What follows belongs to an exercise in optimizing a design on an open flow for a short achievable clock period and few clock cycles; a production flow would make more cautious choices.
Function was checked by simulation only, so behaviour that the tests miss may differ from the original.
Power is estimated from default activity; no workload was simulated.

$ cat flow/config.mk
export PLATFORM = sky130hd
export DESIGN_NAME = mips_core
export DESIGN_NICKNAME = mips_core
export VERILOG_FILES = /design/flow/design.v
export SDC_FILE = /design/flow/constraint.sdc
export NUM_CORES = 4
export LEC_CHECK = 0
export CAP_MARGIN = 20
export CORE_MARGIN = 2
export CORE_UTILIZATION = 25
export PLACE_DENSITY = 0.35
export SLEW_MARGIN = 20
$ cat flow/constraint.sdc
create_clock -name core_clock -period 10.0 [get_ports {CLK}]
set_input_delay 2.0000 -clock core_clock [delete_from_list [all_inputs] [get_ports {CLK}]]
set_output_delay 2.0000 -clock core_clock [all_outputs]
set_load 0.01 [all_outputs]
$ cat flow/design.v
`default_nettype none
package cpu_pkg;
  typedef logic [31:0] word_t;
  typedef logic [4:0]  regbits_t;
  typedef enum logic [5:0] {
    OP_RTYPE = 6'h00,
    OP_J     = 6'h02,
    OP_JAL   = 6'h03,
    OP_BEQ   = 6'h04,
    OP_BNE   = 6'h05,
    OP_ADDIU = 6'h09,
    OP_SLTI  = 6'h0a,
    OP_ANDI  = 6'h0c,
    OP_ORI   = 6'h0d,
    OP_XORI  = 6'h0e,
    OP_LUI   = 6'h0f,
    OP_LW    = 6'h23,
    OP_SW    = 6'h2b,
    OP_HALT  = 6'h3f
  } opcode_t;
  typedef enum logic [5:0] {
    FN_SLL  = 6'h00,
    FN_SRL  = 6'h02,
    FN_JR   = 6'h08,
    FN_ADDU = 6'h21,
    FN_SUBU = 6'h23,
    FN_AND  = 6'h24,
    FN_OR   = 6'h25,
    FN_XOR  = 6'h26,
    FN_NOR  = 6'h27,
    FN_SLT  = 6'h2a,
    FN_SLTU = 6'h2b
  } funct_t;
  typedef enum logic [3:0] {
    ALU_SLL, ALU_SRL, ALU_ADD, ALU_SUB, ALU_AND,
    ALU_OR, ALU_XOR, ALU_NOR, ALU_SLT, ALU_SLTU
  } aluop_t;
  typedef struct packed {
    opcode_t     opcode;
    regbits_t    rs;
    regbits_t    rt;
    regbits_t    rd;
    logic [4:0]  shamt;
    funct_t      funct;
  } r_t;
  typedef struct packed {
    opcode_t     opcode;
    regbits_t    rs;
    regbits_t    rt;
    logic [15:0] imm;
  } i_t;
  typedef struct packed {
    opcode_t     opcode;
    logic [25:0] addr;
  } j_t;
  typedef enum logic [1:0] {RD_RT, RD_RD, RD_R31} regdst_t;
  typedef enum logic [1:0] {IMM_ZERO, IMM_SIGN, IMM_UPPER, IMM_SHAMT} immsel_t;
  typedef enum logic [1:0] {FWD_RF, FWD_WB, FWD_MEM, FWD_LOAD} fwd_sel_t;
  typedef struct packed {
    aluop_t  alu_op;
    logic    alu_src;
    immsel_t imm_sel;
    regdst_t reg_dst;
    logic    reg_wr;
    logic    mem_to_reg;
    logic    mem_wr;
    logic    beq;
    logic    bne;
    logic    jump;
    logic    jal;
    logic    jreg;
    logic    halt;
  } ctrl_t;
  typedef struct packed {
    word_t imem_addr;
    logic  imem_ren;
    word_t dmem_addr;
    word_t dmem_store;
    logic  dmem_ren;
    logic  dmem_wen;
    logic  halt;
  } dp_out_t;
  typedef struct packed {
    logic  ihit;
    logic  dhit;
    word_t imem_load;
    word_t dmem_load;
  } dp_in_t;
  typedef struct packed {
    word_t instr;
    word_t npc;
  } if_id_t;
  typedef struct packed {
    ctrl_t    ctrl;
    word_t    npc;
    word_t    rdat1;
    word_t    rdat2;
    word_t    imm;
    word_t    instr;
    regbits_t dest;
  } id_ex_t;
  typedef struct packed {
    ctrl_t    ctrl;
    word_t    npc;
    word_t    alu_out;
    logic     zero;
    word_t    store;
    word_t    target;
    regbits_t dest;
  } ex_mem_t;
  typedef struct packed {
    ctrl_t    ctrl;
    word_t    npc;
    word_t    alu_out;
    word_t    load;
    regbits_t dest;
  } mem_wb_t;
endpackage
`default_nettype wire
`default_nettype none
module control_unit (
  input  wire cpu_pkg::word_t instr,
  output cpu_pkg::ctrl_t      ctrl
);
  cpu_pkg::r_t rtype;
  assign rtype = instr;
  always_comb begin
    ctrl = '0;
    case (rtype.opcode)
      cpu_pkg::OP_RTYPE: begin
        ctrl.reg_dst = cpu_pkg::RD_RD;
        ctrl.reg_wr  = 1'b1;
        case (rtype.funct)
          cpu_pkg::FN_SLL: begin
            ctrl.alu_op  = cpu_pkg::ALU_SLL;
            ctrl.alu_src = 1'b1;
            ctrl.imm_sel = cpu_pkg::IMM_SHAMT;
          end
          cpu_pkg::FN_SRL: begin
            ctrl.alu_op  = cpu_pkg::ALU_SRL;
            ctrl.alu_src = 1'b1;
            ctrl.imm_sel = cpu_pkg::IMM_SHAMT;
          end
          cpu_pkg::FN_JR: begin
            ctrl.reg_wr = 1'b0;
            ctrl.jreg   = 1'b1;
          end
          cpu_pkg::FN_ADDU: ctrl.alu_op = cpu_pkg::ALU_ADD;
          cpu_pkg::FN_SUBU: ctrl.alu_op = cpu_pkg::ALU_SUB;
          cpu_pkg::FN_AND:  ctrl.alu_op = cpu_pkg::ALU_AND;
          cpu_pkg::FN_OR:   ctrl.alu_op = cpu_pkg::ALU_OR;
          cpu_pkg::FN_XOR:  ctrl.alu_op = cpu_pkg::ALU_XOR;
          cpu_pkg::FN_NOR:  ctrl.alu_op = cpu_pkg::ALU_NOR;
          cpu_pkg::FN_SLT:  ctrl.alu_op = cpu_pkg::ALU_SLT;
          cpu_pkg::FN_SLTU: ctrl.alu_op = cpu_pkg::ALU_SLTU;
          default:          ctrl = '0;
        endcase
      end
      cpu_pkg::OP_J: ctrl.jump = 1'b1;
      cpu_pkg::OP_JAL: begin
        ctrl.jal     = 1'b1;
        ctrl.reg_wr  = 1'b1;
        ctrl.reg_dst = cpu_pkg::RD_R31;
      end
      cpu_pkg::OP_BEQ, cpu_pkg::OP_BNE: begin
        ctrl.alu_op  = cpu_pkg::ALU_SUB;
        ctrl.imm_sel = cpu_pkg::IMM_SIGN;
        ctrl.beq     = (rtype.opcode == cpu_pkg::OP_BEQ);
        ctrl.bne     = (rtype.opcode == cpu_pkg::OP_BNE);
      end
      cpu_pkg::OP_ADDIU, cpu_pkg::OP_SLTI, cpu_pkg::OP_ANDI,
      cpu_pkg::OP_ORI, cpu_pkg::OP_XORI, cpu_pkg::OP_LUI: begin
        ctrl.alu_src = 1'b1;
        ctrl.reg_wr  = 1'b1;
        case (rtype.opcode)
          cpu_pkg::OP_ADDIU: begin
            ctrl.alu_op  = cpu_pkg::ALU_ADD;
            ctrl.imm_sel = cpu_pkg::IMM_SIGN;
          end
          cpu_pkg::OP_SLTI: begin
            ctrl.alu_op  = cpu_pkg::ALU_SLT;
            ctrl.imm_sel = cpu_pkg::IMM_SIGN;
          end
          cpu_pkg::OP_ANDI: ctrl.alu_op = cpu_pkg::ALU_AND;
          cpu_pkg::OP_ORI:  ctrl.alu_op = cpu_pkg::ALU_OR;
          cpu_pkg::OP_XORI: ctrl.alu_op = cpu_pkg::ALU_XOR;
          default: begin
            ctrl.alu_op  = cpu_pkg::ALU_OR;
            ctrl.imm_sel = cpu_pkg::IMM_UPPER;
          end
        endcase
      end
      cpu_pkg::OP_LW, cpu_pkg::OP_SW: begin
        ctrl.alu_op     = cpu_pkg::ALU_ADD;
        ctrl.alu_src    = 1'b1;
        ctrl.imm_sel    = cpu_pkg::IMM_SIGN;
        ctrl.reg_wr     = (rtype.opcode == cpu_pkg::OP_LW);
        ctrl.mem_to_reg = (rtype.opcode == cpu_pkg::OP_LW);
        ctrl.mem_wr     = (rtype.opcode == cpu_pkg::OP_SW);
      end
      cpu_pkg::OP_HALT: ctrl.halt = 1'b1;
      default:          ctrl = '0;
    endcase
  end
endmodule
`default_nettype wire
`default_nettype none
module register_file (
  input  wire logic              CLK,
  input  wire logic              nRST,
  input  wire logic              wen,
  input  wire cpu_pkg::regbits_t wsel,
  input  wire cpu_pkg::word_t    wdat,
  input  wire cpu_pkg::regbits_t rsel1,
  input  wire cpu_pkg::regbits_t rsel2,
  output cpu_pkg::word_t         rdat1,
  output cpu_pkg::word_t         rdat2
);
  cpu_pkg::word_t regs [32];
  logic           wr_live;
  assign wr_live = wen && (wsel != '0);
  always_ff @(posedge CLK, negedge nRST) begin
    if (!nRST) begin
      for (int i = 0; i < 32; i++) begin
        regs[i] <= '0;
      end
    end else if (wr_live) begin
      regs[wsel] <= wdat;
    end
  end
  assign rdat1 = (wr_live && wsel == rsel1) ? wdat : regs[rsel1];
  assign rdat2 = (wr_live && wsel == rsel2) ? wdat : regs[rsel2];
endmodule
`default_nettype wire
`default_nettype none
module alu (
  input  wire cpu_pkg::aluop_t op,
  input  wire cpu_pkg::word_t  a,
  input  wire cpu_pkg::word_t  b,
  output cpu_pkg::word_t       result,
  output logic                 zero
);
  always_comb begin
    case (op)
      cpu_pkg::ALU_SLL:  result = a << b[4:0];
      cpu_pkg::ALU_SRL:  result = a >> b[4:0];
      cpu_pkg::ALU_ADD:  result = a + b;
      cpu_pkg::ALU_SUB:  result = a - b;
      cpu_pkg::ALU_AND:  result = a & b;
      cpu_pkg::ALU_OR:   result = a | b;
      cpu_pkg::ALU_XOR:  result = a ^ b;
      cpu_pkg::ALU_NOR:  result = ~(a | b);
      cpu_pkg::ALU_SLT:  result = {31'd0, $signed(a) < $signed(b)};
      cpu_pkg::ALU_SLTU: result = {31'd0, a < b};
      default:           result = '0;
    endcase
  end
  assign zero = (result == '0);
endmodule
`default_nettype wire
`default_nettype none
module forward_unit (
  input  wire cpu_pkg::regbits_t ex_rs,
  input  wire cpu_pkg::regbits_t ex_rt,
  input  wire cpu_pkg::regbits_t mem_dest,
  input  wire cpu_pkg::regbits_t wb_dest,
  input  wire logic              mem_reg_wr,
  input  wire logic              mem_to_reg,
  input  wire logic              wb_reg_wr,
  output cpu_pkg::fwd_sel_t      fwd_a,
  output cpu_pkg::fwd_sel_t      fwd_b
);
  function automatic cpu_pkg::fwd_sel_t pick(input cpu_pkg::regbits_t src);
    if (src == '0) begin
      pick = cpu_pkg::FWD_RF;
    end else if (mem_reg_wr && mem_dest == src) begin
      pick = mem_to_reg ? cpu_pkg::FWD_LOAD : cpu_pkg::FWD_MEM;
    end else if (wb_reg_wr && wb_dest == src) begin
      pick = cpu_pkg::FWD_WB;
    end else begin
      pick = cpu_pkg::FWD_RF;
    end
  endfunction
  always_comb begin
    fwd_a = pick(ex_rs);
    fwd_b = pick(ex_rt);
  end
endmodule
`default_nettype wire
`default_nettype none
module datapath (
  input  wire logic             CLK,
  input  wire logic             nRST,
  input  wire cpu_pkg::dp_in_t  mem_in,
  output cpu_pkg::dp_out_t      mem_out
);
  cpu_pkg::word_t    pc, pc_plus4, next_pc;
  cpu_pkg::if_id_t   if_id, if_id_next;
  cpu_pkg::id_ex_t   id_ex, id_ex_next;
  cpu_pkg::ex_mem_t  ex_mem, ex_mem_next;
  cpu_pkg::mem_wb_t  mem_wb, mem_wb_next;
  cpu_pkg::r_t       id_r, ex_r;
  cpu_pkg::i_t       id_i;
  cpu_pkg::j_t       ex_j;
  cpu_pkg::ctrl_t    id_ctrl;
  cpu_pkg::word_t    rf_rdat1, rf_rdat2, id_imm;
  cpu_pkg::regbits_t id_dest;
  cpu_pkg::fwd_sel_t fwd_a, fwd_b;
  cpu_pkg::word_t    op_rs, op_rt, alu_a, alu_b, alu_result;
  cpu_pkg::word_t    branch_addr, jump_addr, ex_target, wb_wdat;
  logic              alu_zero, mem_taken;
  logic              dmem_busy, advance, halting, halt_q;
  assign pc_plus4   = pc + 32'd4;
  always_comb begin
    if_id_next.instr = mem_in.imem_load;
    if_id_next.npc   = pc_plus4;
  end
  assign id_r = if_id.instr;
  assign id_i = if_id.instr;
  control_unit u_control (
    .instr (if_id.instr),
    .ctrl  (id_ctrl)
  );
  register_file u_regs (
    .CLK   (CLK),
    .nRST  (nRST),
    .wen   (mem_wb.ctrl.reg_wr),
    .wsel  (mem_wb.dest),
    .wdat  (wb_wdat),
    .rsel1 (id_r.rs),
    .rsel2 (id_r.rt),
    .rdat1 (rf_rdat1),
    .rdat2 (rf_rdat2)
  );
  always_comb begin
    case (id_ctrl.imm_sel)
      cpu_pkg::IMM_SIGN:  id_imm = {{16{id_i.imm[15]}}, id_i.imm};
      cpu_pkg::IMM_UPPER: id_imm = {id_i.imm, 16'h0000};
      cpu_pkg::IMM_SHAMT: id_imm = {27'd0, id_r.shamt};
      default:            id_imm = {16'h0000, id_i.imm};
    endcase
    case (id_ctrl.reg_dst)
      cpu_pkg::RD_RD:  id_dest = id_r.rd;
      cpu_pkg::RD_R31: id_dest = 5'd31;
      default:         id_dest = id_r.rt;
    endcase
  end
  always_comb begin
    id_ex_next.ctrl    = id_ctrl;
    id_ex_next.npc     = if_id.npc;
    id_ex_next.rdat1   = rf_rdat1;
    id_ex_next.rdat2   = rf_rdat2;
    id_ex_next.imm     = id_imm;
    id_ex_next.instr   = if_id.instr;
    id_ex_next.dest    = id_dest;
  end
  assign ex_r = id_ex.instr;
  assign ex_j = id_ex.instr;
  forward_unit u_forward (
    .ex_rs      (ex_r.rs),
    .ex_rt      (ex_r.rt),
    .mem_dest   (ex_mem.dest),
    .wb_dest    (mem_wb.dest),
    .mem_reg_wr (ex_mem.ctrl.reg_wr),
    .mem_to_reg (ex_mem.ctrl.mem_to_reg),
    .wb_reg_wr  (mem_wb.ctrl.reg_wr),
    .fwd_a      (fwd_a),
    .fwd_b      (fwd_b)
  );
  always_comb begin
    case (fwd_a)
      cpu_pkg::FWD_LOAD: op_rs = mem_in.dmem_load;
      cpu_pkg::FWD_MEM:  op_rs = ex_mem.alu_out;
      cpu_pkg::FWD_WB:   op_rs = wb_wdat;
      default:           op_rs = id_ex.rdat1;
    endcase
    case (fwd_b)
      cpu_pkg::FWD_LOAD: op_rt = mem_in.dmem_load;
      cpu_pkg::FWD_MEM:  op_rt = ex_mem.alu_out;
      cpu_pkg::FWD_WB:   op_rt = wb_wdat;
      default:           op_rt = id_ex.rdat2;
    endcase
    case (id_ex.ctrl.imm_sel)
      cpu_pkg::IMM_SHAMT: alu_a = op_rt;
      cpu_pkg::IMM_UPPER: alu_a = '0;
      default:            alu_a = op_rs;
    endcase
  end
  assign alu_b = id_ex.ctrl.alu_src ? id_ex.imm : op_rt;
  alu u_alu (
    .op     (id_ex.ctrl.alu_op),
    .a      (alu_a),
    .b      (alu_b),
    .result (alu_result),
    .zero   (alu_zero)
  );
  assign branch_addr = id_ex.npc + {id_ex.imm[29:0], 2'b00};
  assign jump_addr   = {id_ex.npc[31:28], ex_j.addr, 2'b00};
  always_comb begin
    if (id_ex.ctrl.beq || id_ex.ctrl.bne) begin
      ex_target = branch_addr;
    end else if (id_ex.ctrl.jreg) begin
      ex_target = op_rs;
    end else begin
      ex_target = jump_addr;
    end
  end
  always_comb begin
    ex_mem_next.ctrl    = id_ex.ctrl;
    ex_mem_next.npc     = id_ex.npc;
    ex_mem_next.alu_out = alu_result;
    ex_mem_next.zero    = alu_zero;
    ex_mem_next.store   = op_rt;
    ex_mem_next.target  = ex_target;
    ex_mem_next.dest    = id_ex.dest;
  end
  assign mem_taken = ex_mem.ctrl.jump || ex_mem.ctrl.jal || ex_mem.ctrl.jreg ||
                     (ex_mem.ctrl.beq && ex_mem.zero) ||
                     (ex_mem.ctrl.bne && !ex_mem.zero);
  always_comb begin
    mem_wb_next.ctrl    = ex_mem.ctrl;
    mem_wb_next.npc     = ex_mem.npc;
    mem_wb_next.alu_out = ex_mem.alu_out;
    mem_wb_next.load    = mem_in.dmem_load;
    mem_wb_next.dest    = ex_mem.dest;
  end
  always_comb begin
    if (mem_wb.ctrl.jal) begin
      wb_wdat = mem_wb.npc;
    end else if (mem_wb.ctrl.mem_to_reg) begin
      wb_wdat = mem_wb.load;
    end else begin
      wb_wdat = mem_wb.alu_out;
    end
  end
  assign dmem_busy = (ex_mem.ctrl.mem_to_reg || ex_mem.ctrl.mem_wr) && !mem_in.dhit;
  assign advance   = mem_in.ihit && !dmem_busy;
  assign halting = id_ctrl.halt || id_ex.ctrl.halt || ex_mem.ctrl.halt ||
                   mem_wb.ctrl.halt || halt_q;
  always_comb begin
    if (mem_taken) begin
      next_pc = ex_mem.target;
    end else if (halting) begin
      next_pc = pc;
    end else begin
      next_pc = pc_plus4;
    end
  end
  always_ff @(posedge CLK, negedge nRST) begin
    if (!nRST) begin
      pc     <= 32'h0000_0000;
      if_id  <= '0;
      id_ex  <= '0;
      ex_mem <= '0;
      mem_wb <= '0;
    end else if (advance) begin
      pc     <= next_pc;
      mem_wb <= mem_wb_next;
      if (mem_taken) begin
        if_id  <= '0;
        id_ex  <= '0;
        ex_mem <= '0;
      end else begin
        if_id  <= halting ? '0 : if_id_next;
        id_ex  <= id_ex_next;
        ex_mem <= ex_mem_next;
      end
    end
  end
  always_ff @(posedge CLK, negedge nRST) begin
    if (!nRST) begin
      halt_q <= 1'b0;
    end else if (mem_wb.ctrl.halt) begin
      halt_q <= 1'b1;
    end
  end
  always_comb begin
    mem_out.imem_addr  = pc;
    mem_out.imem_ren   = !halt_q;
    mem_out.dmem_addr  = ex_mem.alu_out;
    mem_out.dmem_store = ex_mem.store;
    mem_out.dmem_ren   = ex_mem.ctrl.mem_to_reg;
    mem_out.dmem_wen   = ex_mem.ctrl.mem_wr;
    mem_out.halt       = halt_q;
  end
endmodule
`default_nettype wire
`default_nettype none
module mips_core (
  input  wire logic        CLK,
  input  wire logic        nRST,
  input  wire logic        ihit,
  input  wire logic        dhit,
  input  wire logic [31:0] imem_load,
  input  wire logic [31:0] dmem_load,
  output logic      [31:0] imem_addr,
  output logic             imem_ren,
  output logic      [31:0] dmem_addr,
  output logic      [31:0] dmem_store,
  output logic             dmem_ren,
  output logic             dmem_wen,
  output logic             halt
);
  cpu_pkg::dp_in_t  mem_in;
  cpu_pkg::dp_out_t mem_out;
  always_comb begin
    mem_in.ihit      = ihit;
    mem_in.dhit      = dhit;
    mem_in.imem_load = imem_load;
    mem_in.dmem_load = dmem_load;
  end
  datapath u_datapath (
    .CLK     (CLK),
    .nRST    (nRST),
    .mem_in  (mem_in),
    .mem_out (mem_out)
  );
  assign imem_addr  = mem_out.imem_addr;
  assign imem_ren   = mem_out.imem_ren;
  assign dmem_addr  = mem_out.dmem_addr;
  assign dmem_store = mem_out.dmem_store;
  assign dmem_ren   = mem_out.dmem_ren;
  assign dmem_wen   = mem_out.dmem_wen;
  assign halt       = mem_out.halt;
endmodule
`default_nettype wire
$ cat flow/run.sh
#!/bin/bash
# synth_recipe.tcl (not shown) runs the flow's synth.tcl, then flattens the netlist and writes it again
# the make line also repeats each setting of config.mk as NAME=value (left out here)
make -C /OpenROAD-flow-scripts/flow DESIGN_CONFIG=/design/flow/config.mk WORK_HOME=/design/flow/orfs CLKGATE_MAP_FILE= SYNTH_SCRIPT=/design/flow/synth_recipe.tcl finish
==> run summary <==
[cells in the final DEF, fill, tap and decap left out, types with 175 or more instances in the layout]
| master | n |
|---|---|
| sky130_fd_sc_hd__nand3_1 | 175 |
| sky130_fd_sc_hd__a221oi_1 | 335 |
| sky130_fd_sc_hd__clkbuf_16 | 201 |
| sky130_fd_sc_hd__nor2_1 | 278 |
| sky130_fd_sc_hd__dfrtp_1 | 1538 |
| sky130_fd_sc_hd__o21ai_0 | 1280 |
| sky130_fd_sc_hd__buf_4 | 323 |
| sky130_fd_sc_hd__a21oi_1 | 278 |
| sky130_fd_sc_hd__a22o_1 | 597 |
| sky130_fd_sc_hd__nand2_1 | 1706 |
| sky130_fd_sc_hd__a22oi_1 | 361 |
[kinds of logic (layout without fill, tap and decap cells)]
family | count (synthesis) | after routing | share of synthesized area (%)
simple gates | 2773 | 2773 | 14.18
mux | 267 | 267 | 3.346
fa+ha+maj | 141 | 141 | 2.138
compound gates | 3422 | 3422 | 27.83
other cells | 0 | 18 | 0
buf+inv | 1073 | 984 | 5.252
flops | 1544 | 1544 | 46.23
xor+xnor | 98 | 98 | 1.027
[power by group through the flow]
stage | clock network, mW | registers [mW] | logic [mW]
6_report | 7.36 | 8.40 | 9.16
5_1_grt | 7.72 | 8.49 | 9.59
4_1_cts | 7.47 | 8.40 | 8.96
3_5_place_dp | 0 | 8.50 | 8.93
3_3_place_gp | 0 | 8.49 | 8.94
2_1_floorplan | 0 | 7.84 | 4.84
[metal layers]
metal / track usage [%] / part of all wire, % / up-vias
met4: 16.04 / 6.1 / 14
met1: 40.09 / 42 / 41530
met2: 46.73 / 44 / 4546
met5: 0 / 0.019 / -
li1: - / - / 33770
met3: 6.196 / 7.8 / 1162
[layout make-up]
type / instances / share of cell area [%]
antenna: 18 / 0.04618
multi-input combinational: 6701 / 43.09
timing repair buffer: 504 / 4.504
clock inverter: 60 / 0.5760
inverter: 125 / 0.4862
tap: 4387 / 5.628
clock buffer: 295 / 6.042
sequential: 1544 / 39.63
[path summary, 6_finish.rpt]
check,from,end,slack [ns],cells past startpoint
max reg2reg,u_datapath.id_ex[27]$_DFFE_PN0P_,u_datapath.ex_mem[69]$_DFFE_PN0P_,1.46,24
min reg2reg,u_datapath.u_regs.regs[0][23]$_DFFE_PN0P_,u_datapath.u_regs.regs[0][23]$_DFFE_PN0P_,0.41,0
min,u_datapath.u_regs.regs[0][23]$_DFFE_PN0P_,u_datapath.u_regs.regs[0][23]$_DFFE_PN0P_,0.41,0
min in group asynchronous,nRST,u_datapath.u_regs.regs[4][17]$_DFFE_PN0P_,1.05,1
max in group asynchronous,nRST,u_datapath.u_regs.regs[25][5]$_DFFE_PN0P_,6.69,3
max,dmem_load[1],u_datapath.ex_mem[69]$_DFFE_PN0P_,1.41,23
[per-stage QoR]
stage	instance area [µm²]	total power [mW]	instances	utilization, %
5_1_grt	97490	25.80	13620	29.26
4_1_cts	97450	24.83	13620	29.25
3_3_place_gp	90910	17.43	13260	27.29
6_report	97530	24.92	13630	29.27
3_5_place_dp	90990	17.44	13260	27.31
2_1_floorplan	83580	12.68	9318	-
[flip-flops by register name, indices dropped and copies added (netlist names)]
register,count
u_datapath.u_regs.regs,1024
u_datapath.ex_mem,143
u_datapath.pc,32
u_datapath.mem_wb,105
u_datapath.id_ex,175
u_datapath.halt_q,1
u_datapath.if_id,64
[critical path: cells and delay by family]
family                   cells  cell delay [ns]
XOR/XNOR                     1             0.14
multiplexers                 1             0.37
AO/OA/AOI/OAI                9             2.63
buffers and inverters        3             1.25
AND/OR/NAND/NOR              8             2.66
adder cells (fa/ha/maj)      1             0.29
==> metrics.sh <==
RUN_STATUS='timing/DRC/antenna clean'
INTERNAL_POWER_mW=14.13
DETAILEDPLACE.WORSTSLACK_NS=0.7063
POST_SYNTH_INST_COUNT=9318
WORST_PATH_MAX_DELAY_CELL='sky130_fd_sc_hd__nor4_1'
LAYOUT.AREA.SEQ_MM2=0.03865
CRITICAL_PATH_S_LARGEST_STAGE_DELAY_NS=0.74
SYNTH_ENABLE_FLOP_CELLS=0
FLOORPLAN.INITIALDENSITY_PCT=25.09
CLKSINKCOUNT=1544
ASYNC_RESET_FF_SHARE_PCT=100.0
CELLPOWERDENSITY_mW_PER_MM2=255.6
HOLD_VIOLATIONS=0
N_FILL_CELL=35130
DESIGN.CORE.AREA_MM2=0.3332
ROWS=212
FIN_SKEW_NS=0.08611
DRTITER0DRC=10540
END_KIND='flop'
CLOCK_POWER_SHARE_PCT=29.5
PATH_CELLS='clkdlybuf4s50_1 -> mux2_2 -> nor3_1 -> a311o_2 -> nand2_4 -> inv_2 -> buf_4 -> ha_1 -> nor2_1 -> a221oi_1 -> o211ai_1 -> o211ai_1 -> a31oi_1 -> o21bai_1 -> xnor2_1 -> o22ai_1 -> a2111oi_0 -> nand3_1 -> or4_1 -> nor4_1 -> nand4_1 -> nor2_1 -> a21o_1'
GRT.OVERFLOW.TOTAL=0
YOSYSMOSTFREQUENTCELL='sky130_fd_sc_hd__nand2_1'
TRITONCTS='built'
POSTCTSRESIZEDCELLS=0
PEAK_SUPPLY_DROP_mV=0.1309
COMBPWRFRAC_PCT=36.8
FINALSETUPVIOLCOUNT=0
GRT_START_MAX_NET_PINS=165
NET_SWITCHING_FRACTION_OF_THE_POWER_PCT=43.29
SETUP.WORST_PATH.START_CLASS='input port'
POSTCTSSETUPREPAIRBUFS=0
WORST_SETUP_HOLD_PATH_CLK_SLEW_NS=0.06
COUNT_OF_MAX_CAP_CONSTRAINT_VIOLATIONS=0
CP_DATA_REQUIRED_TIME_NS=10.78
REPORT.FINAL.SLEW_VIOL_COUNT=0
POSTSYNTHREGISTERBITS=1544
GRT_FIRST_PASS_WIRELENGTH_UM=713900
WL_PER_CELL_UM=38.95
CTS-BUFFERS-INSERTED=199
WORST-SETUP-PATH-TYPE='in -> reg'
MAX_FREQ_MHz=116.4
VIAS_PER_CELL=5.943
SYNTHESIS.AREA_MM2=0.08358
TOTALWIRELENGTH_UM=531100
WHS_NS=0.4116
LIBRARY_CELL_OCCUPYING_THE_MOST_AREA_IN_THE_POST_SYNTHESIS_NETLIST='sky130_fd_sc_hd__dfrtp_1'
ANTENNA_FOUND_INITIAL=39
CLK_PATH_BUF_DEPTH=4
DIE_HEIGHT_UM=582.2
DRC_MARKERS=0
YOSYS_MOST_USED_DFF='sky130_fd_sc_hd__dfrtp_1'
AVGSYNTHCELLAREA_UM2=8.970
CTS-HOLD-FIX-BUFFERS=0
FRACTION_OF_FINAL_LAYOUT_CELLS_SIZED_BEYOND_DRIVE_STRENGTH_1_PCT=10.59
VIAS=81020
IOS=168
DPL.HPWL_UM=337000
FINAL.SETUP.TNS_NS=0
NNETSFINAL=9284
CRITPATHMAXFANOUT=37
MIN_PERIOD_OVER_PERIOD_PCT=85.88
SYNTH_COMMONEST_CELLS='sky130_fd_sc_hd__nand2_1 (1,726), sky130_fd_sc_hd__dfrtp_1 (1,544), sky130_fd_sc_hd__o21ai_0 (1,281), sky130_fd_sc_hd__clkbuf_1 (766), sky130_fd_sc_hd__a22o_1 (597)'
FINALWORSTSETUPSLACK_NS=1.412
WORST_TRAN_PIN_VALUE_NS=1.261
DIE_AREA_MM2=0.3390
POSTSYNTHNETCOUNT=9527
CTS_ROOT_BUFFER='sky130_fd_sc_hd__clkbuf_16'
I_O_BUFFERS=167
SYNTHTOLAYOUTAREAGROWTH_PCT=16.69
P_SEQ_SHARE_PCT=33.7
MULTIINPUTGATEAREA_MM2=0.04203
SYNTH_AREA_LEADERS='sky130_fd_sc_hd__dfrtp_1 (46%), sky130_fd_sc_hd__nand2_1 (7.8%), sky130_fd_sc_hd__o21ai_0 (7.7%)'
YOSYSUNIQUECELLTYPES=102
MAX_SLEW_MARGIN_PCT=15.73
CP_DATA_ARRIVAL_TIME_NS=9.37
YOSYS.AREA.TOP_TYPE_SHARE_PCT=46.23
POSTROUTEANTENNANETS=0
MIN_PATH_TYPE='reg -> reg'
RSZ0062_AT_GRT='false'
GP_ROUTABILITY_CONGESTION=0.9491
CLOCK_TREE.HTREE_LEVEL_COUNT=4
SYNTH-SEQ-AREA-SHARE_PCT=46.23
WORSTSKEWPAIRLATENCY_NS=0.90
POWER_LEAKAGE_nW=40.39
DRT-PASS1-ITER-COUNT=7
FIN_CRIT_NS=8.588
GR-USAGE-ALL-LAYERS_PCT=30.40
SYNTHESIS.YOSYS.WARNINGS=7
DIE_W_UM=582.2
GRT_PASS1_VIAS=77770
POWER.NET_SWITCHING_mW=10.79
Testbench counts, summed over its fixed seeds: cycles 25,847.

[separate check: timing with driven ports]
In the flow no input, the clock included, has a driving cell. The finished layout below was timed again as built, in two steps.
Step 1 (the two cells are an assumption about what drives the block):
set clk [get_ports {CLK}]
set_driving_cell -lib_cell sky130_fd_sc_hd__clkbuf_16 $clk
set_driving_cell -lib_cell sky130_fd_sc_hd__buf_2 [delete_from_list [all_inputs] $clk]
Step 2 times the ports against the registers' clock, not the clock port: input delays grow and output delays shrink by t, the midpoint of the rising clock arrivals with the driver on.
Three values: ideal ports, drivers, drivers and shift; two values: the first two.
shift t [ns]: 0.960
slack for setup (ns): 1.412 / 1.457 / 0.530
worst register clock-pin slew, ns: 0.07 / 0.07
After both steps this run still meets setup and hold. For this run, drivers alone change the setup slack by +0.045 ns; drivers and shift together by -0.882 ns.
